Source: an optimization exercise on an open RTL-to-GDS flow (aim: small area, a short achievable clock period and few clock cycles per item). Production flows keep margins and buffers that such runs may drop. Function was checked by simulation only, so behaviour that the tests miss may differ from the original. Power and IR drop assume default switching activity.

$ cat flow/config.mk
export PLATFORM = sky130hd
export DESIGN_NAME = word_tokenizer_fnv1a_hasher_top
export DESIGN_NICKNAME = word_tokenizer_fnv1a_hasher_top
export VERILOG_FILES = /design/flow/design.v
export SDC_FILE = /design/flow/constraint.sdc
export NUM_CORES = 4
export LEC_CHECK = 0
export CAP_MARGIN = 20
export CORE_MARGIN = 2
export CORE_UTILIZATION = 40
export SETUP_SLACK_MARGIN = 3.0
export SLEW_MARGIN = 20
$ cat flow/flow/run.sh
#!/bin/bash
# Layout flow: the standard flow, with two changes between its steps.
#  1. After the standard synthesis, flow/fapol.py re-chooses the polarity of
#     each full adder cell (a full adder is self-dual) to drop the inverters
#     that Yosys's adder extraction leaves between them. Registers and all
#     other cells are untouched.
#  2. Ports are buffered with sky130_fd_sc_hd__buf_2 instead of the
#     flow's default buffer cell (every port still gets its own buffer).
# Each tool's output goes to a log file of its own in this folder.
set -euo pipefail
R=orfs/results/sky130hd/word_tokenizer_fnv1a_hasher_top/base
bash standard.sh synth > 1_standard_synth.log 2>&1
cp $R/1_2_yosys.v 1_2_yosys.standard.v
python3 flow/fapol.py 1_2_yosys.standard.v $R/1_2_yosys.v > 2_fapol.log 2>&1
touch $R/1_2_yosys.v
bash standard.sh BUFFER_PORTS_ARGS="-buffer_cell sky130_fd_sc_hd__buf_1" finish > 3_standard_finish.log 2>&1
$ cat flow/flow/fapol.py
#!/usr/bin/env python3
"""Choose the polarity of each full adder cell in a Yosys netlist so that as
few inverters as possible remain.

A full adder is self-dual: complementing its three inputs complements its sum
and carry. Yosys's adder extraction leaves many inverters between full
adders; this picks, for every fa cell, whether to build it on complemented
inputs (giving complemented outputs), then rebuilds the inverters: at most
one per signal, from the signal's net. Only inverters are removed or added
and only fa inputs are rewired; registers and all other cells are unchanged.

usage: fapol.py IN.v OUT.v
"""
import re, sys, random

src = open(sys.argv[1]).read()
m = re.search(r'^module\s+(\S+)\((.*?)\);\n', src, re.M | re.S)
head_end = m.end()
end_mod = src.rindex('endmodule')
body = src[head_end:end_mod]

decl_re = re.compile(r'^\s*(input|output|inout|wire)\s+(\[\d+:\d+\]\s+)?(\S+)\s*;\s*$', re.M)
inst_re = re.compile(r'^\s*(sky130_fd_sc_hd__\w+)\s+(\S+)\s*\((.*?)\);\s*$', re.M | re.S)
pin_re = re.compile(r'\.(\w+)\(\s*(.*?)\s*\)\s*(?:,|$)', re.S)

decls = []
ports = set()
for d in decl_re.finditer(body):
    decls.append(d.group(0))
    if d.group(1) in ('output',):
        rng = d.group(2)
        name = d.group(3)
        if rng:
            hi, lo = map(int, re.findall(r'\d+', rng))
            for i in range(min(hi, lo), max(hi, lo) + 1):
                ports.add(f'{name}[{i}]')
        else:
            ports.add(name)

OUTPINS = {'X', 'Y', 'Q', 'Q_N', 'SUM', 'COUT', 'HI', 'LO'}
cells = []
for c in inst_re.finditer(body):
    typ, name, pins = c.group(1), c.group(2), c.group(3)
    conn = {}
    for p in pin_re.finditer(pins):
        conn[p.group(1)] = p.group(2).strip()
    cells.append({'type': typ, 'name': name, 'conn': conn})

def is_inv(c):
    return re.match(r'sky130_fd_sc_hd__(clk)?inv_\d+$', c['type']) is not None

def norm(n):
    return n.strip()

driver = {}
for c in cells:
    for p, n in c['conn'].items():
        if p in OUTPINS:
            driver[norm(n)] = (c, p)

# inverters that drive a port stay as they are (treated as ordinary cells)
invs = [c for c in cells if is_inv(c) and norm(c['conn']['Y']) not in ports]
inv_set = set(id(c) for c in invs)

def resolve(n):
    n = norm(n); p = 0
    while n in driver and id(driver[n][0]) in inv_set:
        n = norm(driver[n][0]['conn']['A']); p ^= 1
    return n, p

fas = [c for c in cells if c['type'].startswith('sky130_fd_sc_hd__fa_')]
fa_idx = {id(c): i for i, c in enumerate(fas)}
sig_fa = {}                      # signal net -> fa index that drives it
for i, c in enumerate(fas):
    sig_fa[norm(c['conn']['SUM'])] = i
    sig_fa[norm(c['conn']['COUT'])] = i

# consumers: (cell, pin, signal, polarity)
cons = []
for c in cells:
    if id(c) in inv_set:
        continue
    for p, n in c['conn'].items():
        if p in OUTPINS:
            continue
        s, pol = resolve(n)
        cons.append((c, p, s, pol))
# signals that reach a port other than through kept cells: freeze their fa
frozen = set()
for n in ports:
    s, pol = resolve(n)
    if s in sig_fa and (s != norm(n)):
        frozen.add(sig_fa[s])

by_sig = {}
for k, (c, p, s, pol) in enumerate(cons):
    by_sig.setdefault(s, []).append(k)
fa_sigs = [set() for _ in fas]
for k, (c, p, s, pol) in enumerate(cons):
    if id(c) in fa_idx:
        fa_sigs[fa_idx[id(c)]].add(s)
    if s in sig_fa:
        fa_sigs[sig_fa[s]].add(s)

flip = [0] * len(fas)

def is_xor(c):
    return re.match(r'sky130_fd_sc_hd__x(n)?or2_\d+$', c['type']) is not None

def sig_cost(s):
    phi = flip[sig_fa[s]] if s in sig_fa else 0
    for k in by_sig.get(s, []):
        c, p, _, pol = cons[k]
        if is_xor(c):
            continue
        eff = pol ^ (flip[fa_idx[id(c)]] if id(c) in fa_idx else 0)
        if eff != phi:
            return 1
    return 0

def total():
    return sum(sig_cost(s) for s in by_sig)

before = total()
best = before
random.seed(1)
order = list(range(len(fas)))
for rnd in range(50):
    improved = False
    random.shuffle(order)
    for i in order:
        if i in frozen:
            continue
        old = sum(sig_cost(s) for s in fa_sigs[i])
        flip[i] ^= 1
        new = sum(sig_cost(s) for s in fa_sigs[i])
        if new < old or (new == old and random.random() < 0.1):
            improved = improved or new < old
        else:
            flip[i] ^= 1
    cur = total()
    if cur < best:
        best = cur
    if not improved and rnd > 10:
        break
after = total()

def esc(n):
    n = norm(n)
    return n + ' ' if n.startswith('\\') else n

# rebuild: drop resolved inverters, one new inverter per signal that needs it
inv_of = {}
new_wires, new_cells = [], []
kept_inv_type = {}
for c in invs:
    s, _ = resolve(c['conn']['Y'])
    kept_inv_type.setdefault(s, c['type'])
cnt = 0
def inv_net(s):
    global cnt
    if s not in inv_of:
        cnt += 1
        w = f'_fapol_{cnt}_'
        inv_of[s] = w
        new_wires.append(f'  wire {w};')
        t = kept_inv_type.get(s, 'sky130_fd_sc_hd__inv_1')
        new_cells.append(f'  {t} _fapol_inv_{cnt}_ (\n    .A({esc(s)}),\n    .Y({w})\n  );')
    return inv_of[s]

swap = {}
for k, (c, p, s, pol) in enumerate(cons):
    phi = flip[sig_fa[s]] if s in sig_fa else 0
    eff = pol ^ (flip[fa_idx[id(c)]] if id(c) in fa_idx else 0)
    if is_xor(c):
        c['conn'][p] = s
        if eff != phi:
            swap[id(c)] = swap.get(id(c), 0) ^ 1
        continue
    c['conn'][p] = s if eff == phi else inv_net(s)
n_swap = 0
for c in cells:
    if swap.get(id(c)):
        n_swap += 1
        m2 = re.match(r'sky130_fd_sc_hd__(x(?:n)?or2)_(\d+)$', c['type'])
        kind, drive = m2.group(1), m2.group(2)
        if kind == 'xor2':
            c['type'] = f'sky130_fd_sc_hd__xnor2_{drive}'
            c['conn'] = {('Y' if q == 'X' else q): n for q, n in c['conn'].items()}
        else:
            c['type'] = f'sky130_fd_sc_hd__xor2_{drive}'
            c['conn'] = {('X' if q == 'Y' else q): n for q, n in c['conn'].items()}

dead = set(norm(c['conn']['Y']) for c in invs)
out = [src[:head_end]]
for d in decls:
    mm = decl_re.match(d)
    if mm.group(1) == 'wire' and not mm.group(2) and norm(mm.group(3)) in dead:
        continue
    out.append(d + '\n')
out += [w + '\n' for w in new_wires]
for c in cells:
    if id(c) in inv_set:
        continue
    pins = ',\n'.join(f'    .{p}({esc(n)})' for p, n in c['conn'].items())
    out.append(f"  {c['type']} {c['name']} (\n{pins}\n  );\n")
out += [x + '\n' for x in new_cells]
out.append(src[end_mod:])
open(sys.argv[2], 'w').write(''.join(out))
print(f'fapol: {len(fas)} full adders, {sum(flip)} flipped, {len(frozen)} frozen, {n_swap} xor/xnor swapped; '
      f'inverters {len(invs)} -> {len(inv_of)} (signal cost {before} -> {after})')
$ cat flow/standard.sh
#!/bin/bash
# synth_recipe.tcl (not shown) runs the flow's synth.tcl, then flattens the netlist and writes it again
# the make line also repeats each setting of config.mk as NAME=value (left out here)
make -C /OpenROAD-flow-scripts/flow DESIGN_CONFIG=/design/flow/config.mk WORK_HOME=/design/flow/orfs CLKGATE_MAP_FILE= SYNTH_SCRIPT=/design/flow/synth_recipe.tcl "${@:-finish}"
$ cat flow/design.v
package wtok_pkg;
  localparam int unsigned LENGTH_WIDTH_DEF = 16;
  localparam logic [31:0] FNV_BASIS = 32'h811C_9DC5;
  localparam logic [31:0] FNV_PRIME = 32'h0100_0193;
  localparam logic [7:0] CHR_NUL = 8'h00;
  localparam logic [7:0] CHR_TAB = 8'h09;
  localparam logic [7:0] CHR_LF  = 8'h0A;
  localparam logic [7:0] CHR_VT  = 8'h0B;
  localparam logic [7:0] CHR_FF  = 8'h0C;
  localparam logic [7:0] CHR_CR  = 8'h0D;
  localparam logic [7:0] CHR_SP  = 8'h20;
  localparam logic [15:0] EOS_LENGTH = 16'd4;
  localparam int unsigned QUEUE_DEPTH = 4;
  localparam int unsigned QUEUE_PTR_W = $clog2(QUEUE_DEPTH);
  localparam int unsigned QUEUE_CNT_W = $clog2(QUEUE_DEPTH + 1);
  typedef struct packed {
    logic [7:0] data_byte;
    logic       end_of_input;
  } byte_t;
  typedef struct packed {
    logic [31:0] word_hash;
    logic [15:0] word_length;
    logic        is_eos;
    logic        last;
  } token_t;
  localparam int unsigned TOKEN_W = 50;  
  localparam logic [31:0] EOS_HASH = 32'hD79C_9359;
endpackage
import wtok_pkg::*;
module wtok_room (
  input  logic [1:0] cls,
  input  logic       in_word,
  input  logic [1:0] e_pre,
  input  logic       w_own,
  input  logic       e_post,
  input  logic       take,
  output logic       ok
);
  logic       e_front;
  logic [1:0] e_pre1;
  logic       w_own1;
  logic       e_post1;
  always_comb begin
    e_front = (e_pre != 2'd0);
    e_pre1  = e_pre;
    w_own1  = w_own;
    e_post1 = e_post;
    if (take) begin
      if (e_front) begin
        e_pre1 = e_pre - 2'd1;
      end else if (w_own) begin
        w_own1  = 1'b0;
        e_pre1  = {1'b0, e_post};
        e_post1 = 1'b0;
      end
    end
    case (cls)
      2'd1:    ok = in_word || !w_own;
      2'd2:    ok = in_word || (w_own1 ? !e_post1 : (e_pre1 != 2'd2));
      2'd3:    ok = 1'b1;
      default: ok = 1'b0;
    endcase
  end
endmodule
module word_tokenizer_fnv1a_hasher_top #(
  parameter int unsigned LENGTH_WIDTH = wtok_pkg::LENGTH_WIDTH_DEF
) (
  input  logic   clk,
  input  logic   rst,
  input  logic   byte_valid,
  output logic   byte_ready,
  input  wtok_pkg::byte_t  byte_data,
  output logic   token_valid,
  input  logic   token_ready,
  output wtok_pkg::token_t token_data
);
  localparam logic [1:0] C_NONE = 2'd0;
  localparam logic [1:0] C_WORD = 2'd1;
  localparam logic [1:0] C_LF   = 2'd2;
  localparam logic [1:0] C_END  = 2'd3;
  logic [1:0]  ib_cls;
  logic        ib_b7;
  logic [6:0]  xlo_r;       
  logic                    in_word;
  logic [31:0]             hash_r;
  logic [LENGTH_WIDTH-1:0] len_r;
  logic                    last_r;
  logic [1:0]  e_pre;
  logic        w_own;
  logic        e_post;
  logic        rdy_nt;
  logic        rdy_t;
  logic        e_front;
  logic        word_end;
  logic        imm_w;
  logic        take;
  logic        w_now;       
  logic        w_give;      
  logic        ok;
  logic        hash_upd;
  logic        hash_clr;
  logic        byte_xfer;
  logic        in_space;
  logic [1:0]  in_cls;
  logic [6:0]  in_low;
  logic [31:0] mix_out;
  logic [31:0] mixed;
  logic [6:0]  hlo_n;
  logic [6:0]  xlo_n;
  logic [1:0]  ib_cls_n;
  logic        in_word_n;
  logic [1:0]  e_pre_n;
  logic        w_own_n;
  logic        e_post_n;
  logic        ok_nt_n;
  logic        ok_t_n;
  assign e_front     = (e_pre != 2'd0);
  assign word_end    = in_word && ib_cls[1];
  assign imm_w       = word_end && !e_front;
  assign token_valid = e_front || w_own || imm_w;
  assign take        = token_valid && token_ready;
  assign token_data.word_hash   = e_front ? EOS_HASH : hash_r;
  assign token_data.word_length = e_front ? EOS_LENGTH : 16'(len_r);
  assign token_data.is_eos      = e_front;
  assign token_data.last        = e_front || (w_own ? last_r : ib_cls[0]);
  assign byte_ready = rdy_nt || (token_ready && rdy_t);
  assign byte_xfer  = byte_valid && byte_ready;
  wtok_room u_room (
    .cls(ib_cls), .in_word(in_word), .e_pre(e_pre), .w_own(w_own),
    .e_post(e_post), .take(take), .ok(ok)
  );
  always_comb begin
    w_now    = imm_w && token_ready;
    w_give   = take && !e_front && w_own;
    hash_upd = (ib_cls == C_WORD) && ok;
    hash_clr = w_now || w_give;
    in_space = (byte_data.data_byte == CHR_SP)  || (byte_data.data_byte == CHR_LF) ||
               (byte_data.data_byte == CHR_CR)  || (byte_data.data_byte == CHR_TAB) ||
               (byte_data.data_byte == CHR_VT)  || (byte_data.data_byte == CHR_FF) ||
               (byte_data.data_byte == CHR_NUL);
    if (byte_data.end_of_input)                 in_cls = C_END;
    else if (byte_data.data_byte == CHR_LF)     in_cls = C_LF;
    else if (in_space)                          in_cls = C_END;
    else                                        in_cls = C_WORD;
    in_low = byte_data.data_byte[6:0] ^ {7{byte_data.data_byte[7]}};
    if (byte_xfer)   ib_cls_n = in_cls;
    else if (ok)     ib_cls_n = C_NONE;
    else             ib_cls_n = ib_cls;
    e_pre_n   = e_pre;
    w_own_n   = w_own;
    e_post_n  = e_post;
    in_word_n = in_word;
    if (take && !imm_w) begin
      if (e_front) begin
        e_pre_n = e_pre - 2'd1;
      end else begin
        w_own_n  = 1'b0;
        e_pre_n  = {1'b0, e_post};
        e_post_n = 1'b0;
      end
    end
    if (ok) begin
      case (ib_cls)
        C_WORD: in_word_n = 1'b1;
        C_LF: begin
          in_word_n = 1'b0;
          if (in_word) begin
            if (w_now) begin
              e_pre_n  = e_pre_n + 2'd1;
            end else begin
              w_own_n  = 1'b1;
              e_post_n = 1'b1;
            end
          end else if (w_own_n) begin
            e_post_n = 1'b1;
          end else begin
            e_pre_n  = e_pre_n + 2'd1;
          end
        end
        C_END: begin
          in_word_n = 1'b0;
          if (in_word && !w_now) w_own_n = 1'b1;
        end
        default: ;
      endcase
    end
    mixed = mix_out;
    if (!in_word_n)      hlo_n = FNV_BASIS[6:0];
    else if (hash_upd)   hlo_n = mixed[6:0];
    else                 hlo_n = hash_r[6:0];
    xlo_n = hlo_n ^ in_low;
  end
  fnv_mul u_mul (.x({hash_r[31:7], xlo_r}), .e(ib_b7), .y(mix_out));
  wtok_room u_room_nt (
    .cls(ib_cls_n), .in_word(in_word_n), .e_pre(e_pre_n), .w_own(w_own_n),
    .e_post(e_post_n), .take(1'b0), .ok(ok_nt_n)
  );
  wtok_room u_room_t (
    .cls(ib_cls_n), .in_word(in_word_n), .e_pre(e_pre_n), .w_own(w_own_n),
    .e_post(e_post_n), .take(1'b1), .ok(ok_t_n)
  );
  always_ff @(posedge clk) begin
    if (rst) begin
      ib_cls  <= C_NONE;
      in_word <= 1'b0;
      e_pre   <= 2'd0;
      w_own   <= 1'b0;
      e_post  <= 1'b0;
      rdy_nt  <= 1'b1;
      rdy_t   <= 1'b1;
    end else begin
      ib_cls  <= ib_cls_n;
      in_word <= in_word_n;
      e_pre   <= e_pre_n;
      w_own   <= w_own_n;
      e_post  <= e_post_n;
      rdy_nt  <= (ib_cls_n == C_NONE) || ok_nt_n;
      rdy_t   <= (ib_cls_n == C_NONE) || ok_t_n;
    end
  end
  always_ff @(posedge clk) begin
    if (byte_xfer) begin
      xlo_r <= xlo_n;
      ib_b7 <= byte_data.data_byte[7];
    end
  end
  always_ff @(posedge clk) begin
    if (rst || hash_clr) begin
      hash_r <= FNV_BASIS;
      len_r  <= '0;
    end else if (hash_upd) begin
      hash_r <= mixed;
      if (len_r != '1) begin
        len_r <= len_r + LENGTH_WIDTH'(1);
      end
    end
  end
  always_ff @(posedge clk) begin
    if (ok && word_end && !w_now) begin
      last_r <= (ib_cls == C_END);
    end
  end
endmodule
module fnv_mul (
  input  logic [31:0] x,
  input  logic        e,
  output logic [31:0] y
);
  logic fs0;
  logic fc0;
  logic fs1;
  logic fc1;
  logic fs2;
  logic fc2;
  logic fs3;
  logic fc3;
  logic fs4;
  logic fc4;
  logic fs5;
  logic fc5;
  logic fs6;
  logic fc6;
  logic fs7;
  logic fc7;
  logic fs8;
  logic fc8;
  logic fs9;
  logic fc9;
  logic fs10;
  logic fc10;
  logic fs11;
  logic fc11;
  logic fs12;
  logic fc12;
  logic fs13;
  logic fc13;
  logic fs14;
  logic fc14;
  logic fs15;
  logic fc15;
  logic fs16;
  logic fc16;
  logic fs17;
  logic fc17;
  logic fs18;
  logic fc18;
  logic fs19;
  logic fc19;
  logic fs20;
  logic fc20;
  logic fs21;
  logic fc21;
  logic fs22;
  logic fc22;
  logic fs23;
  logic fc23;
  logic fs24;
  logic fc24;
  logic fs25;
  logic fc25;
  logic fs26;
  logic fc26;
  logic fs27;
  logic fc27;
  logic fs28;
  logic fc28;
  logic fs29;
  logic fc29;
  logic fs30;
  logic fc30;
  logic fs31;
  logic fc31;
  logic fs32;
  logic fc32;
  logic fs33;
  logic fc33;
  logic fs34;
  logic fc34;
  logic fs35;
  logic fc35;
  logic fs36;
  logic fc36;
  logic fs37;
  logic fc37;
  logic fs38;
  logic fc38;
  logic fs39;
  logic fc39;
  logic fs40;
  logic fc40;
  logic fs41;
  logic fc41;
  logic fs42;
  logic fc42;
  logic fs43;
  logic fc43;
  logic fs44;
  logic fc44;
  logic fs45;
  logic fc45;
  logic fs46;
  logic fc46;
  logic fs47;
  logic fc47;
  logic fs48;
  logic fc48;
  logic fs49;
  logic fc49;
  logic fs50;
  logic fc50;
  logic fs51;
  logic fc51;
  logic fs52;
  logic fc52;
  logic fs53;
  logic fc53;
  logic fs54;
  logic fc54;
  logic fs55;
  logic fc55;
  logic fs56;
  logic fc56;
  logic fs57;
  logic fc57;
  logic fs58;
  logic fc58;
  logic fs59;
  logic fc59;
  logic fs60;
  logic fc60;
  logic fs61;
  logic fc61;
  logic fs62;
  logic fc62;
  logic fs63;
  logic fc63;
  logic fs64;
  logic fc64;
  logic fs65;
  logic fc65;
  logic fs66;
  logic fc66;
  logic fs67;
  logic fc67;
  logic fs68;
  logic fc68;
  logic fs69;
  logic fc69;
  logic fs70;
  logic fc70;
  logic fs71;
  logic fc71;
  logic fs72;
  logic fc72;
  logic fs73;
  logic fc73;
  logic fs74;
  logic fc74;
  logic fs75;
  logic fc75;
  logic fs76;
  logic fc76;
  logic fs77;
  logic fc77;
  logic fs78;
  logic fc78;
  logic fs79;
  logic fc79;
  logic fs80;
  logic fc80;
  logic fs81;
  logic fc81;
  logic fs82;
  logic fc82;
  logic fs83;
  logic fc83;
  logic fs84;
  logic fc84;
  logic [31:0] ra, rb;
  assign fs0 = x[4] ^ x[3] ^ x[0];
  assign fc0 = (x[4] & x[3]) | (x[4] & x[0]) | (x[3] & x[0]);
  assign fs1 = x[5] ^ x[4] ^ x[1];
  assign fc1 = (x[5] & x[4]) | (x[5] & x[1]) | (x[4] & x[1]);
  assign fs2 = x[6] ^ x[5] ^ x[2];
  assign fc2 = (x[6] & x[5]) | (x[6] & x[2]) | (x[5] & x[2]);
  assign fs3 = x[7] ^ x[6] ^ x[3];
  assign fc3 = (x[7] & x[6]) | (x[7] & x[3]) | (x[6] & x[3]);
  assign fs4 = x[0] ^ e ^ fc2;
  assign fc4 = (x[0] & e) | (x[0] & fc2) | (e & fc2);
  assign fs5 = x[8] ^ x[7] ^ x[4];
  assign fc5 = (x[8] & x[7]) | (x[8] & x[4]) | (x[7] & x[4]);
  assign fs6 = x[1] ^ x[0] ^ e;
  assign fc6 = (x[1] & x[0]) | (x[1] & e) | (x[0] & e);
  assign fs7 = fc3 ^ fs5 ^ fs6;
  assign fc7 = (fc3 & fs5) | (fc3 & fs6) | (fs5 & fs6);
  assign fs8 = x[9] ^ x[8] ^ x[5];
  assign fc8 = (x[9] & x[8]) | (x[9] & x[5]) | (x[8] & x[5]);
  assign fs9 = x[2] ^ x[1] ^ fc5;
  assign fc9 = (x[2] & x[1]) | (x[2] & fc5) | (x[1] & fc5);
  assign fs10 = fc6 ^ fs8 ^ fc7;
  assign fc10 = (fc6 & fs8) | (fc6 & fc7) | (fs8 & fc7);
  assign fs11 = x[10] ^ x[9] ^ x[6];
  assign fc11 = (x[10] & x[9]) | (x[10] & x[6]) | (x[9] & x[6]);
  assign fs12 = x[3] ^ x[2] ^ fc8;
  assign fc12 = (x[3] & x[2]) | (x[3] & fc8) | (x[2] & fc8);
  assign fs13 = fs11 ^ fc9 ^ fs12;
  assign fc13 = (fs11 & fc9) | (fs11 & fs12) | (fc9 & fs12);
  assign fs14 = x[11] ^ x[10] ^ x[7];
  assign fc14 = (x[11] & x[10]) | (x[11] & x[7]) | (x[10] & x[7]);
  assign fs15 = x[4] ^ x[3] ^ fc11;
  assign fc15 = (x[4] & x[3]) | (x[4] & fc11) | (x[3] & fc11);
  assign fs16 = fs14 ^ fc12 ^ fs15;
  assign fc16 = (fs14 & fc12) | (fs14 & fs15) | (fc12 & fs15);
  assign fs17 = x[12] ^ x[11] ^ x[8];
  assign fc17 = (x[12] & x[11]) | (x[12] & x[8]) | (x[11] & x[8]);
  assign fs18 = x[5] ^ x[4] ^ fc14;
  assign fc18 = (x[5] & x[4]) | (x[5] & fc14) | (x[4] & fc14);
  assign fs19 = fs17 ^ fc15 ^ fs18;
  assign fc19 = (fs17 & fc15) | (fs17 & fs18) | (fc15 & fs18);
  assign fs20 = x[13] ^ x[12] ^ x[9];
  assign fc20 = (x[13] & x[12]) | (x[13] & x[9]) | (x[12] & x[9]);
  assign fs21 = x[6] ^ x[5] ^ fc17;
  assign fc21 = (x[6] & x[5]) | (x[6] & fc17) | (x[5] & fc17);
  assign fs22 = fs20 ^ fc18 ^ fs21;
  assign fc22 = (fs20 & fc18) | (fs20 & fs21) | (fc18 & fs21);
  assign fs23 = x[14] ^ x[13] ^ x[10];
  assign fc23 = (x[14] & x[13]) | (x[14] & x[10]) | (x[13] & x[10]);
  assign fs24 = x[7] ^ x[6] ^ fc20;
  assign fc24 = (x[7] & x[6]) | (x[7] & fc20) | (x[6] & fc20);
  assign fs25 = fs23 ^ fc21 ^ fs24;
  assign fc25 = (fs23 & fc21) | (fs23 & fs24) | (fc21 & fs24);
  assign fs26 = x[15] ^ x[14] ^ x[11];
  assign fc26 = (x[15] & x[14]) | (x[15] & x[11]) | (x[14] & x[11]);
  assign fs27 = x[8] ^ x[7] ^ fc23;
  assign fc27 = (x[8] & x[7]) | (x[8] & fc23) | (x[7] & fc23);
  assign fs28 = fs26 ^ fc24 ^ fs27;
  assign fc28 = (fs26 & fc24) | (fs26 & fs27) | (fc24 & fs27);
  assign fs29 = x[16] ^ x[15] ^ x[12];
  assign fc29 = (x[16] & x[15]) | (x[16] & x[12]) | (x[15] & x[12]);
  assign fs30 = x[9] ^ x[8] ^ fc26;
  assign fc30 = (x[9] & x[8]) | (x[9] & fc26) | (x[8] & fc26);
  assign fs31 = fs29 ^ fc27 ^ fs30;
  assign fc31 = (fs29 & fc27) | (fs29 & fs30) | (fc27 & fs30);
  assign fs32 = x[17] ^ x[16] ^ x[13];
  assign fc32 = (x[17] & x[16]) | (x[17] & x[13]) | (x[16] & x[13]);
  assign fs33 = x[10] ^ x[9] ^ fc29;
  assign fc33 = (x[10] & x[9]) | (x[10] & fc29) | (x[9] & fc29);
  assign fs34 = fs32 ^ fc30 ^ fs33;
  assign fc34 = (fs32 & fc30) | (fs32 & fs33) | (fc30 & fs33);
  assign fs35 = x[18] ^ x[17] ^ x[14];
  assign fc35 = (x[18] & x[17]) | (x[18] & x[14]) | (x[17] & x[14]);
  assign fs36 = x[11] ^ x[10] ^ fc32;
  assign fc36 = (x[11] & x[10]) | (x[11] & fc32) | (x[10] & fc32);
  assign fs37 = fs35 ^ fc33 ^ fs36;
  assign fc37 = (fs35 & fc33) | (fs35 & fs36) | (fc33 & fs36);
  assign fs38 = x[19] ^ x[18] ^ x[15];
  assign fc38 = (x[19] & x[18]) | (x[19] & x[15]) | (x[18] & x[15]);
  assign fs39 = x[12] ^ x[11] ^ fc35;
  assign fc39 = (x[12] & x[11]) | (x[12] & fc35) | (x[11] & fc35);
  assign fs40 = fs38 ^ fc36 ^ fs39;
  assign fc40 = (fs38 & fc36) | (fs38 & fs39) | (fc36 & fs39);
  assign fs41 = x[20] ^ x[19] ^ x[16];
  assign fc41 = (x[20] & x[19]) | (x[20] & x[16]) | (x[19] & x[16]);
  assign fs42 = x[13] ^ x[12] ^ fc38;
  assign fc42 = (x[13] & x[12]) | (x[13] & fc38) | (x[12] & fc38);
  assign fs43 = fs41 ^ fc39 ^ fs42;
  assign fc43 = (fs41 & fc39) | (fs41 & fs42) | (fc39 & fs42);
  assign fs44 = x[21] ^ x[20] ^ x[17];
  assign fc44 = (x[21] & x[20]) | (x[21] & x[17]) | (x[20] & x[17]);
  assign fs45 = x[14] ^ x[13] ^ fc41;
  assign fc45 = (x[14] & x[13]) | (x[14] & fc41) | (x[13] & fc41);
  assign fs46 = fs44 ^ fc42 ^ fs45;
  assign fc46 = (fs44 & fc42) | (fs44 & fs45) | (fc42 & fs45);
  assign fs47 = x[22] ^ x[21] ^ x[18];
  assign fc47 = (x[22] & x[21]) | (x[22] & x[18]) | (x[21] & x[18]);
  assign fs48 = x[15] ^ x[14] ^ fc44;
  assign fc48 = (x[15] & x[14]) | (x[15] & fc44) | (x[14] & fc44);
  assign fs49 = fs47 ^ fc45 ^ fs48;
  assign fc49 = (fs47 & fc45) | (fs47 & fs48) | (fc45 & fs48);
  assign fs50 = x[23] ^ x[22] ^ x[19];
  assign fc50 = (x[23] & x[22]) | (x[23] & x[19]) | (x[22] & x[19]);
  assign fs51 = x[16] ^ x[15] ^ fc47;
  assign fc51 = (x[16] & x[15]) | (x[16] & fc47) | (x[15] & fc47);
  assign fs52 = fs50 ^ fc48 ^ fs51;
  assign fc52 = (fs50 & fc48) | (fs50 & fs51) | (fc48 & fs51);
  assign fs53 = x[24] ^ x[23] ^ x[20];
  assign fc53 = (x[24] & x[23]) | (x[24] & x[20]) | (x[23] & x[20]);
  assign fs54 = x[17] ^ x[16] ^ x[0];
  assign fc54 = (x[17] & x[16]) | (x[17] & x[0]) | (x[16] & x[0]);
  assign fs55 = e ^ fc50 ^ fs53;
  assign fc55 = (e & fc50) | (e & fs53) | (fc50 & fs53);
  assign fs56 = fs54 ^ fc51 ^ fs55;
  assign fc56 = (fs54 & fc51) | (fs54 & fs55) | (fc51 & fs55);
  assign fs57 = x[25] ^ x[24] ^ x[21];
  assign fc57 = (x[25] & x[24]) | (x[25] & x[21]) | (x[24] & x[21]);
  assign fs58 = x[18] ^ x[17] ^ x[1];
  assign fc58 = (x[18] & x[17]) | (x[18] & x[1]) | (x[17] & x[1]);
  assign fs59 = fc53 ^ fc54 ^ fs57;
  assign fc59 = (fc53 & fc54) | (fc53 & fs57) | (fc54 & fs57);
  assign fs60 = fs58 ^ fc55 ^ fs59;
  assign fc60 = (fs58 & fc55) | (fs58 & fs59) | (fc55 & fs59);
  assign fs61 = x[26] ^ x[25] ^ x[22];
  assign fc61 = (x[26] & x[25]) | (x[26] & x[22]) | (x[25] & x[22]);
  assign fs62 = x[19] ^ x[18] ^ x[2];
  assign fc62 = (x[19] & x[18]) | (x[19] & x[2]) | (x[18] & x[2]);
  assign fs63 = fc57 ^ fc58 ^ fs61;
  assign fc63 = (fc57 & fc58) | (fc57 & fs61) | (fc58 & fs61);
  assign fs64 = fs62 ^ fc59 ^ fs63;
  assign fc64 = (fs62 & fc59) | (fs62 & fs63) | (fc59 & fs63);
  assign fs65 = x[27] ^ x[26] ^ x[23];
  assign fc65 = (x[27] & x[26]) | (x[27] & x[23]) | (x[26] & x[23]);
  assign fs66 = x[20] ^ x[19] ^ x[3];
  assign fc66 = (x[20] & x[19]) | (x[20] & x[3]) | (x[19] & x[3]);
  assign fs67 = fc61 ^ fc62 ^ fs65;
  assign fc67 = (fc61 & fc62) | (fc61 & fs65) | (fc62 & fs65);
  assign fs68 = fs66 ^ fc63 ^ fs67;
  assign fc68 = (fs66 & fc63) | (fs66 & fs67) | (fc63 & fs67);
  assign fs69 = x[28] ^ x[27] ^ x[24];
  assign fc69 = (x[28] & x[27]) | (x[28] & x[24]) | (x[27] & x[24]);
  assign fs70 = x[21] ^ x[20] ^ x[4];
  assign fc70 = (x[21] & x[20]) | (x[21] & x[4]) | (x[20] & x[4]);
  assign fs71 = fc65 ^ fc66 ^ fs69;
  assign fc71 = (fc65 & fc66) | (fc65 & fs69) | (fc66 & fs69);
  assign fs72 = fs70 ^ fc67 ^ fs71;
  assign fc72 = (fs70 & fc67) | (fs70 & fs71) | (fc67 & fs71);
  assign fs73 = x[29] ^ x[28] ^ x[25];
  assign fc73 = (x[29] & x[28]) | (x[29] & x[25]) | (x[28] & x[25]);
  assign fs74 = x[22] ^ x[21] ^ x[5];
  assign fc74 = (x[22] & x[21]) | (x[22] & x[5]) | (x[21] & x[5]);
  assign fs75 = fc69 ^ fc70 ^ fs73;
  assign fc75 = (fc69 & fc70) | (fc69 & fs73) | (fc70 & fs73);
  assign fs76 = fs74 ^ fc71 ^ fs75;
  assign fc76 = (fs74 & fc71) | (fs74 & fs75) | (fc71 & fs75);
  assign fs77 = x[30] ^ x[29] ^ x[26];
  assign fc77 = (x[30] & x[29]) | (x[30] & x[26]) | (x[29] & x[26]);
  assign fs78 = x[23] ^ x[22] ^ x[6];
  assign fc78 = (x[23] & x[22]) | (x[23] & x[6]) | (x[22] & x[6]);
  assign fs79 = fc73 ^ fc74 ^ fs77;
  assign fc79 = (fc73 & fc74) | (fc73 & fs77) | (fc74 & fs77);
  assign fs80 = fs78 ^ fc75 ^ fs79;
  assign fc80 = (fs78 & fc75) | (fs78 & fs79) | (fc75 & fs79);
  assign fs81 = x[31] ^ x[30] ^ x[27];
  assign fc81 = (x[31] & x[30]) | (x[31] & x[27]) | (x[30] & x[27]);
  assign fs82 = x[24] ^ x[23] ^ x[7];
  assign fc82 = (x[24] & x[23]) | (x[24] & x[7]) | (x[23] & x[7]);
  assign fs83 = fc77 ^ fc78 ^ fs81;
  assign fc83 = (fc77 & fc78) | (fc77 & fs81) | (fc78 & fs81);
  assign fs84 = fs82 ^ fc79 ^ fs83;
  assign fc84 = (fs82 & fc79) | (fs82 & fs83) | (fc79 & fs83);
  assign ra[0] = x[0];
  assign rb[0] = e;
  assign ra[1] = x[1];
  assign rb[1] = x[0];
  assign ra[2] = x[2];
  assign rb[2] = x[1];
  assign ra[3] = x[3];
  assign rb[3] = x[2];
  assign ra[4] = e;
  assign rb[4] = fs0;
  assign ra[5] = fc0;
  assign rb[5] = fs1;
  assign ra[6] = fc1;
  assign rb[6] = fs2;
  assign ra[7] = fs3;
  assign rb[7] = fs4;
  assign ra[8] = fc4;
  assign rb[8] = fs7;
  assign ra[9] = fs9;
  assign rb[9] = fs10;
  assign ra[10] = fc10;
  assign rb[10] = fs13;
  assign ra[11] = fc13;
  assign rb[11] = fs16;
  assign ra[12] = fc16;
  assign rb[12] = fs19;
  assign ra[13] = fc19;
  assign rb[13] = fs22;
  assign ra[14] = fc22;
  assign rb[14] = fs25;
  assign ra[15] = fc25;
  assign rb[15] = fs28;
  assign ra[16] = fc28;
  assign rb[16] = fs31;
  assign ra[17] = fc31;
  assign rb[17] = fs34;
  assign ra[18] = fc34;
  assign rb[18] = fs37;
  assign ra[19] = fc37;
  assign rb[19] = fs40;
  assign ra[20] = fc40;
  assign rb[20] = fs43;
  assign ra[21] = fc43;
  assign rb[21] = fs46;
  assign ra[22] = fc46;
  assign rb[22] = fs49;
  assign ra[23] = fc49;
  assign rb[23] = fs52;
  assign ra[24] = fc52;
  assign rb[24] = fs56;
  assign ra[25] = fc56;
  assign rb[25] = fs60;
  assign ra[26] = fc60;
  assign rb[26] = fs64;
  assign ra[27] = fc64;
  assign rb[27] = fs68;
  assign ra[28] = fc68;
  assign rb[28] = fs72;
  assign ra[29] = fc72;
  assign rb[29] = fs76;
  assign ra[30] = fc76;
  assign rb[30] = fs80;
  assign ra[31] = fc80;
  assign rb[31] = fs84;
  logic [31:0] g0, p0;
  assign g0 = ra & rb;
  assign p0 = ra ^ rb;
  logic gc0;
  assign gc0 = g0[0] | (p0[0] & e);
  logic gn1, pn1;
  assign gn1 = g0[1] | (p0[1] & gc0);
  assign pn1 = p0[1] & p0[0];
  logic gn2, pn2;
  assign gn2 = g0[3] | (p0[3] & g0[2]);
  assign pn2 = p0[3] & p0[2];
  logic gn3, pn3;
  assign gn3 = g0[5] | (p0[5] & g0[4]);
  assign pn3 = p0[5] & p0[4];
  logic gn4, pn4;
  assign gn4 = g0[7] | (p0[7] & g0[6]);
  assign pn4 = p0[7] & p0[6];
  logic gn5, pn5;
  assign gn5 = g0[9] | (p0[9] & g0[8]);
  assign pn5 = p0[9] & p0[8];
  logic gn6, pn6;
  assign gn6 = g0[11] | (p0[11] & g0[10]);
  assign pn6 = p0[11] & p0[10];
  logic gn7, pn7;
  assign gn7 = g0[13] | (p0[13] & g0[12]);
  assign pn7 = p0[13] & p0[12];
  logic gn8, pn8;
  assign gn8 = g0[15] | (p0[15] & g0[14]);
  assign pn8 = p0[15] & p0[14];
  logic gn9, pn9;
  assign gn9 = g0[17] | (p0[17] & g0[16]);
  assign pn9 = p0[17] & p0[16];
  logic gn10, pn10;
  assign gn10 = g0[19] | (p0[19] & g0[18]);
  assign pn10 = p0[19] & p0[18];
  logic gn11, pn11;
  assign gn11 = g0[21] | (p0[21] & g0[20]);
  assign pn11 = p0[21] & p0[20];
  logic gn12, pn12;
  assign gn12 = g0[23] | (p0[23] & g0[22]);
  assign pn12 = p0[23] & p0[22];
  logic gn13, pn13;
  assign gn13 = g0[25] | (p0[25] & g0[24]);
  assign pn13 = p0[25] & p0[24];
  logic gn14, pn14;
  assign gn14 = g0[27] | (p0[27] & g0[26]);
  assign pn14 = p0[27] & p0[26];
  logic gn15, pn15;
  assign gn15 = g0[29] | (p0[29] & g0[28]);
  assign pn15 = p0[29] & p0[28];
  logic gn16, pn16;
  assign gn16 = g0[31] | (p0[31] & g0[30]);
  assign pn16 = p0[31] & p0[30];
  logic gn17, pn17;
  assign gn17 = g0[2] | (p0[2] & gn1);
  assign pn17 = p0[2] & pn1;
  logic gn18, pn18;
  assign gn18 = gn2 | (pn2 & gn1);
  assign pn18 = pn2 & pn1;
  logic gn19, pn19;
  assign gn19 = g0[6] | (p0[6] & gn3);
  assign pn19 = p0[6] & pn3;
  logic gn20, pn20;
  assign gn20 = gn4 | (pn4 & gn3);
  assign pn20 = pn4 & pn3;
  logic gn21, pn21;
  assign gn21 = g0[10] | (p0[10] & gn5);
  assign pn21 = p0[10] & pn5;
  logic gn22, pn22;
  assign gn22 = gn6 | (pn6 & gn5);
  assign pn22 = pn6 & pn5;
  logic gn23, pn23;
  assign gn23 = g0[14] | (p0[14] & gn7);
  assign pn23 = p0[14] & pn7;
  logic gn24, pn24;
  assign gn24 = gn8 | (pn8 & gn7);
  assign pn24 = pn8 & pn7;
  logic gn25, pn25;
  assign gn25 = g0[18] | (p0[18] & gn9);
  assign pn25 = p0[18] & pn9;
  logic gn26, pn26;
  assign gn26 = gn10 | (pn10 & gn9);
  assign pn26 = pn10 & pn9;
  logic gn27, pn27;
  assign gn27 = g0[22] | (p0[22] & gn11);
  assign pn27 = p0[22] & pn11;
  logic gn28, pn28;
  assign gn28 = gn12 | (pn12 & gn11);
  assign pn28 = pn12 & pn11;
  logic gn29, pn29;
  assign gn29 = g0[26] | (p0[26] & gn13);
  assign pn29 = p0[26] & pn13;
  logic gn30, pn30;
  assign gn30 = gn14 | (pn14 & gn13);
  assign pn30 = pn14 & pn13;
  logic gn31, pn31;
  assign gn31 = g0[30] | (p0[30] & gn15);
  assign pn31 = p0[30] & pn15;
  logic gn32, pn32;
  assign gn32 = gn16 | (pn16 & gn15);
  assign pn32 = pn16 & pn15;
  logic gn33, pn33;
  assign gn33 = g0[4] | (p0[4] & gn18);
  assign pn33 = p0[4] & pn18;
  logic gn34, pn34;
  assign gn34 = gn3 | (pn3 & gn18);
  assign pn34 = pn3 & pn18;
  logic gn35, pn35;
  assign gn35 = gn19 | (pn19 & gn18);
  assign pn35 = pn19 & pn18;
  logic gn36, pn36;
  assign gn36 = gn20 | (pn20 & gn18);
  assign pn36 = pn20 & pn18;
  logic gn37, pn37;
  assign gn37 = g0[12] | (p0[12] & gn22);
  assign pn37 = p0[12] & pn22;
  logic gn38, pn38;
  assign gn38 = gn7 | (pn7 & gn22);
  assign pn38 = pn7 & pn22;
  logic gn39, pn39;
  assign gn39 = gn23 | (pn23 & gn22);
  assign pn39 = pn23 & pn22;
  logic gn40, pn40;
  assign gn40 = gn24 | (pn24 & gn22);
  assign pn40 = pn24 & pn22;
  logic gn41, pn41;
  assign gn41 = g0[20] | (p0[20] & gn26);
  assign pn41 = p0[20] & pn26;
  logic gn42, pn42;
  assign gn42 = gn11 | (pn11 & gn26);
  assign pn42 = pn11 & pn26;
  logic gn43, pn43;
  assign gn43 = gn27 | (pn27 & gn26);
  assign pn43 = pn27 & pn26;
  logic gn44, pn44;
  assign gn44 = gn28 | (pn28 & gn26);
  assign pn44 = pn28 & pn26;
  logic gn45, pn45;
  assign gn45 = g0[28] | (p0[28] & gn30);
  assign pn45 = p0[28] & pn30;
  logic gn46, pn46;
  assign gn46 = gn15 | (pn15 & gn30);
  assign pn46 = pn15 & pn30;
  logic gn47, pn47;
  assign gn47 = gn31 | (pn31 & gn30);
  assign pn47 = pn31 & pn30;
  logic gn48, pn48;
  assign gn48 = gn32 | (pn32 & gn30);
  assign pn48 = pn32 & pn30;
  logic gn49, pn49;
  assign gn49 = g0[8] | (p0[8] & gn36);
  assign pn49 = p0[8] & pn36;
  logic gn50, pn50;
  assign gn50 = gn5 | (pn5 & gn36);
  assign pn50 = pn5 & pn36;
  logic gn51, pn51;
  assign gn51 = gn21 | (pn21 & gn36);
  assign pn51 = pn21 & pn36;
  logic gn52, pn52;
  assign gn52 = gn22 | (pn22 & gn36);
  assign pn52 = pn22 & pn36;
  logic gn53, pn53;
  assign gn53 = gn37 | (pn37 & gn36);
  assign pn53 = pn37 & pn36;
  logic gn54, pn54;
  assign gn54 = gn38 | (pn38 & gn36);
  assign pn54 = pn38 & pn36;
  logic gn55, pn55;
  assign gn55 = gn39 | (pn39 & gn36);
  assign pn55 = pn39 & pn36;
  logic gn56, pn56;
  assign gn56 = gn40 | (pn40 & gn36);
  assign pn56 = pn40 & pn36;
  logic gn57, pn57;
  assign gn57 = g0[24] | (p0[24] & gn44);
  assign pn57 = p0[24] & pn44;
  logic gn58, pn58;
  assign gn58 = gn13 | (pn13 & gn44);
  assign pn58 = pn13 & pn44;
  logic gn59, pn59;
  assign gn59 = gn29 | (pn29 & gn44);
  assign pn59 = pn29 & pn44;
  logic gn60, pn60;
  assign gn60 = gn30 | (pn30 & gn44);
  assign pn60 = pn30 & pn44;
  logic gn61, pn61;
  assign gn61 = gn45 | (pn45 & gn44);
  assign pn61 = pn45 & pn44;
  logic gn62, pn62;
  assign gn62 = gn46 | (pn46 & gn44);
  assign pn62 = pn46 & pn44;
  logic gn63, pn63;
  assign gn63 = gn47 | (pn47 & gn44);
  assign pn63 = pn47 & pn44;
  logic gn64, pn64;
  assign gn64 = gn48 | (pn48 & gn44);
  assign pn64 = pn48 & pn44;
  logic gn65, pn65;
  assign gn65 = g0[16] | (p0[16] & gn56);
  assign pn65 = p0[16] & pn56;
  logic gn66, pn66;
  assign gn66 = gn9 | (pn9 & gn56);
  assign pn66 = pn9 & pn56;
  logic gn67, pn67;
  assign gn67 = gn25 | (pn25 & gn56);
  assign pn67 = pn25 & pn56;
  logic gn68, pn68;
  assign gn68 = gn26 | (pn26 & gn56);
  assign pn68 = pn26 & pn56;
  logic gn69, pn69;
  assign gn69 = gn41 | (pn41 & gn56);
  assign pn69 = pn41 & pn56;
  logic gn70, pn70;
  assign gn70 = gn42 | (pn42 & gn56);
  assign pn70 = pn42 & pn56;
  logic gn71, pn71;
  assign gn71 = gn43 | (pn43 & gn56);
  assign pn71 = pn43 & pn56;
  logic gn72, pn72;
  assign gn72 = gn44 | (pn44 & gn56);
  assign pn72 = pn44 & pn56;
  logic gn73, pn73;
  assign gn73 = gn57 | (pn57 & gn56);
  assign pn73 = pn57 & pn56;
  logic gn74, pn74;
  assign gn74 = gn58 | (pn58 & gn56);
  assign pn74 = pn58 & pn56;
  logic gn75, pn75;
  assign gn75 = gn59 | (pn59 & gn56);
  assign pn75 = pn59 & pn56;
  logic gn76, pn76;
  assign gn76 = gn60 | (pn60 & gn56);
  assign pn76 = pn60 & pn56;
  logic gn77, pn77;
  assign gn77 = gn61 | (pn61 & gn56);
  assign pn77 = pn61 & pn56;
  logic gn78, pn78;
  assign gn78 = gn62 | (pn62 & gn56);
  assign pn78 = pn62 & pn56;
  logic gn79, pn79;
  assign gn79 = gn63 | (pn63 & gn56);
  assign pn79 = pn63 & pn56;
  logic gn80, pn80;
  assign gn80 = gn64 | (pn64 & gn56);
  assign pn80 = pn64 & pn56;
  logic [31:0] pe;
  assign pe = p0 ^ {32{e}};
  assign y[0] = pe[0] ^ e;
  assign y[1] = pe[1] ^ gc0;
  assign y[2] = pe[2] ^ gn1;
  assign y[3] = pe[3] ^ gn17;
  assign y[4] = pe[4] ^ gn18;
  assign y[5] = pe[5] ^ gn33;
  assign y[6] = pe[6] ^ gn34;
  assign y[7] = pe[7] ^ gn35;
  assign y[8] = pe[8] ^ gn36;
  assign y[9] = pe[9] ^ gn49;
  assign y[10] = pe[10] ^ gn50;
  assign y[11] = pe[11] ^ gn51;
  assign y[12] = pe[12] ^ gn52;
  assign y[13] = pe[13] ^ gn53;
  assign y[14] = pe[14] ^ gn54;
  assign y[15] = pe[15] ^ gn55;
  assign y[16] = pe[16] ^ gn56;
  assign y[17] = pe[17] ^ gn65;
  assign y[18] = pe[18] ^ gn66;
  assign y[19] = pe[19] ^ gn67;
  assign y[20] = pe[20] ^ gn68;
  assign y[21] = pe[21] ^ gn69;
  assign y[22] = pe[22] ^ gn70;
  assign y[23] = pe[23] ^ gn71;
  assign y[24] = pe[24] ^ gn72;
  assign y[25] = pe[25] ^ gn73;
  assign y[26] = pe[26] ^ gn74;
  assign y[27] = pe[27] ^ gn75;
  assign y[28] = pe[28] ^ gn76;
  assign y[29] = pe[29] ^ gn77;
  assign y[30] = pe[30] ^ gn78;
  assign y[31] = pe[31] ^ gn79;
endmodule
$ cat flow/constraint.sdc
create_clock -name core_clock -period 6.5 [get_ports {clk}]
set_input_delay 1.3000 -clock core_clock [delete_from_list [all_inputs] [get_ports {clk}]]
set_output_delay 1.3000 -clock core_clock [all_outputs]
set_load 0.01 [all_outputs]
==> flow_metrics.env, run 1 <==
export IMPL_ctsHoldBuffers=0
export IMPL_crit_arrival_ps=4140
export IMPL_final_cell_mix="nor2_1, fa_1, buf_1"
export IMPL_layout_commonest_cell="nor2_1"
export IMPL_hp_start="hash_r[0]"
export IMPL_p_leak_nw=3.027
export IMPL_dieArea_mm2=0.01702
export IMPL_seq_power_share_pct=17.7
export IMPL_die_width_um=130.5
export IMPL_pin_count=65
export IMPL_clockPowerShare_pct=19.5
export IMPL_rr_startpoint="hash_r[14]"
export IMPL_rows=46
export IMPL_cts_buffers=9
export IMPL_grt_ovfl_total=0
export IMPL_dpl_cell_area_mm2=0.006899
export IMPL_clockBufferDepth=2
export IMPL_p_switching_mw=1.032
export IMPL_clock_root_buffer="clkbuf_16"
export IMPL_slew_headroom_pct=50.56
export IMPL_end_kind="flip-flop"
export IMPL_netlist_area_mm2=0.006397
export IMPL_routed_via_density=5.307
export IMPL_min_path_cells=2
export IMPL_startpoint_type="flip-flop"
export IMPL_drt_iter0_drc=264
export IMPL_reg2reg_depth=14
export IMPL_wl_per_cell_um=18.00
export IMPL_route_detailed_drc=0
export IMPL_holdPathEnd="hash_r[0]"
export IMPL_dp_hpwl_mm=11.96
export IMPL_start_util_pct=40.57
export IMPL_drv_slew=0
export IMPL_num_vias=5233
export IMPL_cts_reportedPaths_clkPinSlew_ps=60
export IMPL_cap_violations=0
export IMPL_min_path_type="flip-flop to flip-flop"
export IMPL_reg2reg_slack_ps=2610
export IMPL_grt_pass1_vias=5585
export IMPL_ant_nets=0
export IMPL_stdcell_area_mm2=0.007983
export IMPL_die_h_um=130.5
export IMPL_antenna_found_initial=0
export IMPL_final_hold_violation_count=0
export IMPL_area_growth_pct=24.78
export IMPL_syn_num_nets=800
export IMPL_worst_pin_slew_ps=741.6
export IMPL_dr_pass1_iters=5
export IMPL_p_int_mw=1.534
export IMPL_min_period_ps=3887
export IMPL_finalCritPeriodShare_pct=59.80
export IMPL_critical_path_class="flip-flop to flip-flop"
export IMPL_core_mm2=0.01577
export IMPL_p_sw_share_pct=40.23
export IMPL_grt_usage_pct=22.11
export IMPL_status="finished clean"
export IMPL_combPwrFrac_pct=62.9
export IMPL_grt_max_degree=41
export IMPL_gp_congestion=0.9117
export IMPL_fmax_ghz=0.2573
export IMPL_syn_inst=668
export IMPL_setup_tns_ps=0
export IMPL_final_net_count=897
export IMPL_port_buffers=64
export IMPL_setup_viol=0
export IMPL_total_power_mw=2.566
export IMPL_power_density_mw_per_mm2=321.5
export IMPL_htreeDepth=3
export IMPL_fill_cells=1444
export IMPL_grt_pass1_wl_mm=28.85
export IMPL_clkLatencyLatePin_ps=340
export IMPL_required_ps=6750
export IMPL_max_vdd_ir_drop_mv=0.1617
export IMPL_r2r_end="hash_r[28]"
export IMPL_rsz0062_at_grt="yes"
export IMPL_path_max_fanout=5
export IMPL_cts_tree="yes"
export IMPL_yosys_warnings=2
export IMPL_drive_gt1_share_pct=19.09
export IMPL_routed_wl_mm=17.75
export IMPL_fin_worst_hold_slack_ps=475.1
export IMPL_final_util_pct=50.62
export IMPL_synth_area_per_cell_um2=9.577
export IMPL_clock_sinks=66
export IMPL_finClkSkew_ps=6.524
export IMPL_diodes=0
## routing by layer
layer  track usage [%]  vias to the layer above  part of all wire, %
li1                  -                     2449                    -
met1             28.43                     2614                   43
met2             37.54                      141                   49
met3             4.723                       29                  5.5
met4             6.946                        0                  2.2
met5                 0                        -                    0
## stage by stage
step	worst slack (ps)	instances
4_1_cts	2667	975
3_3_place_gp	2343	926
5_1_grt	2495	986
3_5_place_dp	2287	926
2_1_floorplan	2766	668
6_report	2613	986
## worst max-delay path, cell delays in order, from the launching register on
cell and delay, ps:
dfxtp_4 380, buf_4 150, fa_1 390, fa_2 540
fa_1 450, ha_4 250, inv_2 100, a211oi_1 70
nor3_2 260, nand3_4 110, a31o_4 280, a221oi_4 390
buf_4 180, xnor2_2 50, a211oi_1 190
## worst max-delay path by stage
stage | from | cells past startpoint | endpoint | slack [ps]
floorplan | xlo_r[5] | 13 | hash_r[29] | 2770
global placement | ib_b7 | 14 | hash_r[31] | 2340
detailed placement | ib_b7 | 14 | hash_r[29] | 2290
CTS | xlo_r[5] | 13 | hash_r[28] | 2670
global route | xlo_r[5] | 13 | hash_r[28] | 2490
finish | hash_r[14] | 14 | hash_r[28] | 2610
## sequential cells by signal, summed over array words and instances, names as in the netlist
name	count
rdy_nt	1
last_r	1
w_own	1
hash_r	32
in_word	1
e_post	1
rdy_t	1
xlo_r	7
e_pre	2
len_r	16
ib_b7	1
ib_cls	2
## cell type report
cell class                      count  area, µm²  share of cell area, %
Timing Repair Buffer              111      649.4                  8.135
Inverter                           27      101.3                  1.270
Sequential cell                    66       1455                  18.23
Clock buffer                       10      229.0                  2.868
Tap cell                          216      270.3                  3.386
Multi-Input combinational cell    550       5210                  65.27
Clock inverter                      6      67.56                 0.8464
## power by group through the flow
stage	combinational [mW]	sequential [mW]	clock, mW
floorplan	0.949	0.462	0
global placement	1.13	0.475	0
detailed placement	1.16	0.476	0
CTS	1.41	0.456	0.512
global route	1.76	0.457	0.526
finish	1.61	0.454	0.499
## what timing repair did
| item | 4_1_cts | 5_1_grt |
|---|---|---|
| gates resized for setup | 53 | 41 |
| cloned | 2 | 0 |
| pin swaps | 37 | 30 |
| setup buffers | 31 | 11 |
| endpoints found under the setup margin | 23 | 21 |
Testbench counts, summed over its fixed seeds: cycles 24,016, bytes 24,000.
==> inputs of run 2 (changes only) <==
--- a/flow/config.mk
+++ b/flow/config.mk
@@ -9,4 +9,6 @@
 export CORE_MARGIN = 2
 export CORE_UTILIZATION = 40
-export SETUP_SLACK_MARGIN = 3.0
+export CTS_BUF_LIST = sky130_fd_sc_hd__clkbuf_8
+export CTS_CLUSTER_SIZE = 20
+export SETUP_SLACK_MARGIN = 2.5
 export SLEW_MARGIN = 20
==> flow_metrics.env, run 2 <==
export IMPL_total_power_mw=2.070
export IMPL_stdcell_area_mm2=0.007350
export IMPL_yosys_warnings=2
export IMPL_slew_headroom_pct=32.50
export IMPL_cts_tree="yes"
export IMPL_top_layer="met4"
export IMPL_final_net_count=870
export IMPL_grt_ovfl_total=0
export IMPL_layout_commonest_cell="fa_1"
export IMPL_grt_max_degree=41
export IMPL_min_path_type="flip-flop to flip-flop"
export IMPL_pin_count=65
export IMPL_drt_iter0_drc=218
export IMPL_cap_violations=0
export IMPL_largest_registers="hash_r: 32 flops, len_r: 16 flops, xlo_r: 7 flops"
export IMPL_worst_pin_slew_ps=1011
export IMPL_path_max_fanout=5
export IMPL_rows=46
export IMPL_final_util_pct=46.60
export IMPL_syn_num_nets=800
export IMPL_die_width_um=130.5
export IMPL_p_sw_share_pct=41.54
export IMPL_worst_slack_ps=2624
export IMPL_dpl_worst_slack_ps=2238
export IMPL_setup_viol=0
export IMPL_cp_slowest_cell="edfxtp_1"
export IMPL_ant_nets=0
export IMPL_clockBufferDepth=2
export IMPL_dpl_cell_area_mm2=0.006832
export IMPL_combPwrFrac_pct=61.0
export IMPL_port_buffers=64
export IMPL_drive_gt1_share_pct=10.63
export IMPL_drv_slew=0
export IMPL_max_vdd_ir_drop_mv=0.1578
export IMPL_critical_path_class="flip-flop to flip-flop"
export IMPL_area_growth_pct=14.88
export IMPL_setup_tns_ps=0
export IMPL_rsz0062_at_grt="yes"
export IMPL_ctsHoldBuffers=0
export IMPL_slowest_delay_ps=450
export IMPL_routed_via_density=5.217
export IMPL_largest_reg_flops=32
export IMPL_cts_reportedPaths_clkPinSlew_ps=80
export IMPL_dr_wl_met3_um=839
export IMPL_wl_met2_mm=7.753
export IMPL_p_switching_uw=860.1
export IMPL_startpoint_type="flip-flop"
export IMPL_route_detailed_drc=0
export IMPL_required_ps=6710
export IMPL_clockPowerShare_pct=17.1
export IMPL_cts_buffers=9
export IMPL_fmax_ghz=0.2580
export IMPL_clock_sinks=66
export IMPL_diodes=0
export IMPL_grt_pass1_vias=5038
export IMPL_core_mm2=0.01577
export IMPL_synth_area_per_cell_um2=9.577
export IMPL_fill_cells=1521
export IMPL_grt_usage_pct=20.04
export IMPL_start_util_pct=40.57
export IMPL_finClkSkew_ps=10.99
export IMPL_htreeDepth=3
export IMPL_crit_arrival_ps=4080
export IMPL_dr_pass1_iters=5
export IMPL_finalCritPeriodShare_pct=59.63
export IMPL_power_density_mw_per_mm2=281.7
export IMPL_dp_hpwl_mm=12.12
export IMPL_netlist_area_mm2=0.006397
export IMPL_antenna_found_initial=0
export IMPL_die_h_um=130.5
export IMPL_min_period_ps=3876
export IMPL_status="finished clean"
export IMPL_clkLatencyLatePin_ps=360
export IMPL_dieArea_mm2=0.01702
export IMPL_routed_wl_mm=16.18
export IMPL_syn_inst=668
export IMPL_m1WireLength_mm=7.308
export IMPL_wl_per_cell_um=16.87
export IMPL_multi_input_area_mm2=0.004936
export IMPL_p_leak_nw=2.782
export IMPL_p_int_mw=1.210
export IMPL_num_vias=5003
export IMPL_grt_pass1_wl_mm=26.14
export IMPL_clock_root_buffer="clkbuf_8"
export IMPL_final_hold_violation_count=0
export IMPL_largest_register="hash_r"
export IMPL_path_cells="buf_4, buf_4, fa_1, fa_1, ha_1, a21oi_1, o211ai_1, o21ai_2, o2111ai_1, a31oi_2, nor2b_1, or3_1, a21oi_1, o21ai_1"
export IMPL_end_kind="flip-flop"
export IMPL_regArea_mm2=0.001450
export IMPL_gp_congestion=0.8557
export IMPL_seq_power_share_pct=21.9
export IMPL_final_cell_mix="fa_1, xnor2_1, nor2_1"
## run 2: timing repair
action	in CTS	in global routing
gates resized for setup	17	28
setup buffers	9	9
setup endpoints to repair	9	9
pin swaps	2	12
## run 2: cell type report
class                      instances  share of cell area, %
clock buffer                       9                  1.685
clock inverter                     7                 0.9534
inverter                          27                  1.379
multi-input combinational        549                  67.16
sequential                        66                  19.73
tap                              216                  3.677
timing repair buffer              85                  5.414
## run 2: metrics by stage
stage,std cells,hold WS (ps)
floorplan,668,428.2
global placement,925,459.2
detailed placement,925,465.8
CTS,950,485.3
global route,959,531.5
finish,959,482.4
## run 2: path summary, 6_finish.rpt
path,to,startpoint,depth (start not counted),slack (ps)
setup / recovery,hash_r[18],xlo_r[5],14,2620
hold / removal,hash_r[2],hash_r[2],2,480
setup reg to reg,hash_r[18],xlo_r[5],14,2620
hold reg to reg,hash_r[2],hash_r[2],2,480
## run 2: worst max-delay path, delay by kind of cell (launching register included)
kind                     cells  cell delay, ps
adder cells (fa/ha/maj)      3            1200
flip-flops                   1             450
buffers and inverters        2             320
AND/OR/NAND/NOR              2             440
AO/OA/AOI/OAI                7            1310
## run 2: power groups by stage
stage / clock network (mW) / registers [mW] / logic (mW)
floorplan: 0 / 0.462 / 0.906
global placement: 0 / 0.474 / 1.11
detailed placement: 0 / 0.474 / 1.12
CTS: 0.368 / 0.457 / 1.16
global route: 0.383 / 0.457 / 1.40
finish: 0.355 / 0.453 / 1.26
## run 2: per-layer routing
layer,GRT usage [%],up-vias
li1,-,2400
met4,5.257,0
met2,33.45,126
met1,26.78,2455
met5,0,-
met3,4.153,22
==> inputs of run 3 (changes only) <==
--- a/flow/flow/run.sh
+++ b/flow/flow/run.sh
@@ -3,7 +3,8 @@
 #  1. After the standard synthesis, flow/fapol.py re-chooses the polarity of
 #     each full adder cell (a full adder is self-dual) to drop the inverters
-#     that Yosys's adder extraction leaves between them. Registers and all
+#     that Yosys's adder extraction leaves between them, and turns an xor2
+#     with one inverted input into an xnor2 (or back). Registers and all
 #     other cells are untouched.
-#  2. Ports are buffered with sky130_fd_sc_hd__buf_2 instead of the
+#  2. Ports are buffered with sky130_fd_sc_hd__buf_1 instead of the
 #     flow's default buffer cell (every port still gets its own buffer).
 # Each tool's output goes to a log file of its own in this folder.
--- a/flow/flow/fapol.py
+++ b/flow/flow/fapol.py
@@ -123,25 +123,30 @@
 
 before = total()
-best = before
 random.seed(1)
-order = list(range(len(fas)))
-for rnd in range(50):
-    improved = False
-    random.shuffle(order)
-    for i in order:
-        if i in frozen:
-            continue
-        old = sum(sig_cost(s) for s in fa_sigs[i])
-        flip[i] ^= 1
-        new = sum(sig_cost(s) for s in fa_sigs[i])
-        if new < old or (new == old and random.random() < 0.1):
-            improved = improved or new < old
-        else:
+best_flip, best = list(flip), before
+for restart in range(30):
+    flip[:] = [0] * len(fas) if restart == 0 else [random.randint(0, 1) if i not in frozen else 0 for i in range(len(fas))]
+    order = list(range(len(fas)))
+    for rnd in range(60):
+        improved = False
+        random.shuffle(order)
+        for i in order:
+            if i in frozen:
+                continue
+            old = sum(sig_cost(s) for s in fa_sigs[i])
             flip[i] ^= 1
+            new = sum(sig_cost(s) for s in fa_sigs[i])
+            if new < old:
+                improved = True
+            elif new == old and random.random() < 0.3:
+                pass
+            else:
+                flip[i] ^= 1
+        if not improved and rnd > 15:
+            break
     cur = total()
     if cur < best:
-        best = cur
-    if not improved and rnd > 10:
-        break
+        best, best_flip = cur, list(flip)
+flip[:] = best_flip
 after = total()
 
--- a/flow/config.mk
+++ b/flow/config.mk
@@ -11,4 +11,4 @@
 export CTS_BUF_LIST = sky130_fd_sc_hd__clkbuf_8
 export CTS_CLUSTER_SIZE = 20
-export SETUP_SLACK_MARGIN = 2.5
+export SETUP_SLACK_MARGIN = 2.3
 export SLEW_MARGIN = 20
==> flow_metrics.env, run 3 <==
export IMPL_clkLatencyLatePin_ps=370
export IMPL_dieArea_mm2=0.01702
export IMPL_end_kind="flip-flop"
export IMPL_slew_headroom_pct=29.89
export IMPL_largest_registers="hash_r: 32 flops, len_r: 16 flops, xlo_r: 7 flops"
export IMPL_finalCritPeriodShare_pct=62.01
export IMPL_path_cells="fa_1, fa_1, fa_1, ha_1, a21o_1, a21o_1, nand3_1, nand3_2, a31o_4, a221oi_4, o21bai_1, xnor2_1, a21oi_1"
export IMPL_largest_reg_flops=32
export IMPL_fmax_ghz=0.2481
export IMPL_clock_root_buffer="clkbuf_8"
export IMPL_final_util_pct=45.62
export IMPL_core_mm2=0.01577
export IMPL_cts_reportedPaths_clkPinSlew_ps=80
export IMPL_min_path_type="flip-flop to flip-flop"
export IMPL_min_period_ps=4031
export IMPL_max_vdd_ir_drop_mv=0.1566
export IMPL_critPathBufInv=0
export IMPL_setup_tns_ps=0
export IMPL_dpl_cell_area_mm2=0.006832
export IMPL_clockBufferDepth=2
export IMPL_pin_count=65
export IMPL_worst_pin_slew_ps=1051
export IMPL_drv_slew=0
export IMPL_netlist_area_mm2=0.006397
export IMPL_htreeDepth=3
export IMPL_dp_hpwl_mm=12.12
export IMPL_dr_pass1_iters=5
export IMPL_critical_path_class="flip-flop to flip-flop"
export IMPL_yosys_warnings=2
export IMPL_die_h_um=130.5
export IMPL_drive_gt1_share_pct=8.378
export IMPL_path_max_fanout=5
export IMPL_rsz0062_at_grt="no"
export IMPL_power_density_mw_per_mm2=276.7
export IMPL_clock_sinks=66
export IMPL_cap_violations=0
export IMPL_grt_ovfl_total=0
export IMPL_slowest_delay_ps=580
export IMPL_p_leak_nw=2.769
export IMPL_port_buffers=64
export IMPL_layout_commonest_cell="fa_1"
export IMPL_required_ps=6730
export IMPL_reg2reg_slack_ps=2470
export IMPL_synth_area_per_cell_um2=9.577
export IMPL_route_detailed_drc=0
export IMPL_final_net_count=867
export IMPL_die_width_um=130.5
export IMPL_ant_nets=0
export IMPL_grt_pass1_wl_mm=25.88
export IMPL_crit_top_cell="fa_1"
export IMPL_grt_pass1_vias=5010
export IMPL_grt_max_degree=41
export IMPL_num_vias=4925
export IMPL_final_cell_mix="fa_1, xnor2_1, nor2_1"
export IMPL_startpoint_type="flip-flop"
export IMPL_finClkSkew_ps=11.94
export IMPL_rows=46
export IMPL_cts_tree="yes"
export IMPL_crit_arrival_ps=4260
export IMPL_stdcell_area_mm2=0.007194
export IMPL_syn_num_nets=800
export IMPL_total_power_mw=1.991
export IMPL_antenna_found_initial=0
export IMPL_diodes=0
export IMPL_drt_iter0_drc=248
export IMPL_grt_usage_pct=19.81
export IMPL_gp_congestion=0.8557
export IMPL_syn_inst=668
export IMPL_start_util_pct=40.57
export IMPL_cp_slowest_cell="fa_1"
export IMPL_setup_viol=0
export IMPL_wl_per_cell_um=16.63
export IMPL_area_growth_pct=12.46
export IMPL_status="finished clean"
export IMPL_final_hold_violation_count=0
export IMPL_routed_wl_mm=15.90
export IMPL_routed_via_density=5.152
export IMPL_critPathTopFamily="adder cells"
export IMPL_cts_buffers=9
export IMPL_largest_register="hash_r"
[run 3: metal layers]
metal | up-vias | track usage [%] | routed length (µm)
met4 | 0 | 5.131 | 235
met5 | - | 0 | 0
li1 | 2390 | - | -
met2 | 115 | 33.23 | 7617
met1 | 2402 | 26.41 | 7299
met3 | 18 | 3.990 | 748
[run 3: worst register-to-register path, stage by stage, from the launching register on]
cell and delay [ps]:
edfxtp_1 450, fa_1 430, fa_1 580, fa_1 430, ha_1 350, a21o_1 180, a21o_1 190, nand3_1 100
nand3_2 120, a31o_4 300, a221oi_4 380, o21bai_1 130, xnor2_1 160, a21oi_1 90
[run 3: worst paths after layout]
check | from | endpoint | cells past startpoint
setup / recovery | xlo_r[5] | hash_r[29] | 13
hold / removal | hash_r[2] | hash_r[2] | 2
setup reg to reg | xlo_r[5] | hash_r[29] | 13
hold reg to reg | hash_r[2] | hash_r[2] | 2
[run 3: repair_timing]
item,4_1_cts,5_1_grt
resized for setup,3,16
setup endpoints to repair,3,8
pin swaps,0,4
buffers inserted,1,14
hold buffers,0,0
[run 3: layout make-up]
cell class | instances | area [µm²]
fillers | 1549 | 8576
multi-input cells | 549 | 4825
flip-flops and latches | 66 | 1429
repair buffers | 82 | 375.4
well taps | 216 | 270.3
clock buffers | 9 | 123.9
inverters | 27 | 101.3
clock inverters | 7 | 70.07
[run 3: through the flow]
stage                     setup slack, ps  instances  hold WS (ps)
after global placement               2369        925         459.2
after global routing                 2289        956         531.5
after CTS                            2321        942         485.3
after detailed placement             2238        925         465.8
final                                2469        956         482.4
after floorplan                      2649        668         428.2
[run 3: power by group]
group | switching (mW) | internal [mW] | total, mW | leakage (nW)
clock network | 0.180 | 0.176 | 0.357 | 0.0947
logic | 0.628 | 0.548 | 1.18 | 2.12
registers | 0.0306 | 0.428 | 0.458 | 0.550

[static timing again, ports no longer ideal]
How much do the figures lean on ideal ports? The routed layouts below were timed once more, with nothing changed but the port constraints.
Step 1 sets driving cells, clkbuf_16 on the clock port and buf_2 on the other inputs (assumed; they add their load-dependent delay and slew).
Step 2 also shifts input and output timing later by t, the mid clock arrival at the registers, as if the neighbouring blocks saw the same clock.
Slacks: ideal ports / drivers / drivers and shift; pairs: ideal ports / drivers.
run	t (ns)	setup WS [ns]	hold WS [ns]	slew at the worst register clock pin (ns)	worst data-port slew with drivers (ns)
run 1	0.384	2.613 / 2.613 / 2.613	0.475 / 0.475 / 0.475	0.06 / 0.06	0.04
run 2	0.397	2.624 / 2.624 / 2.577	0.482 / 0.482 / 0.482	0.08 / 0.08	0.04
run 3	0.401	2.469 / 2.469 / 2.469	0.482 / 0.482 / 0.482	0.08 / 0.08	0.04
After both steps setup and hold are still met in every run listed. For run 2, which loses most, drivers alone change the setup slack by 0.000 ns; drivers and shift together by -0.047 ns.
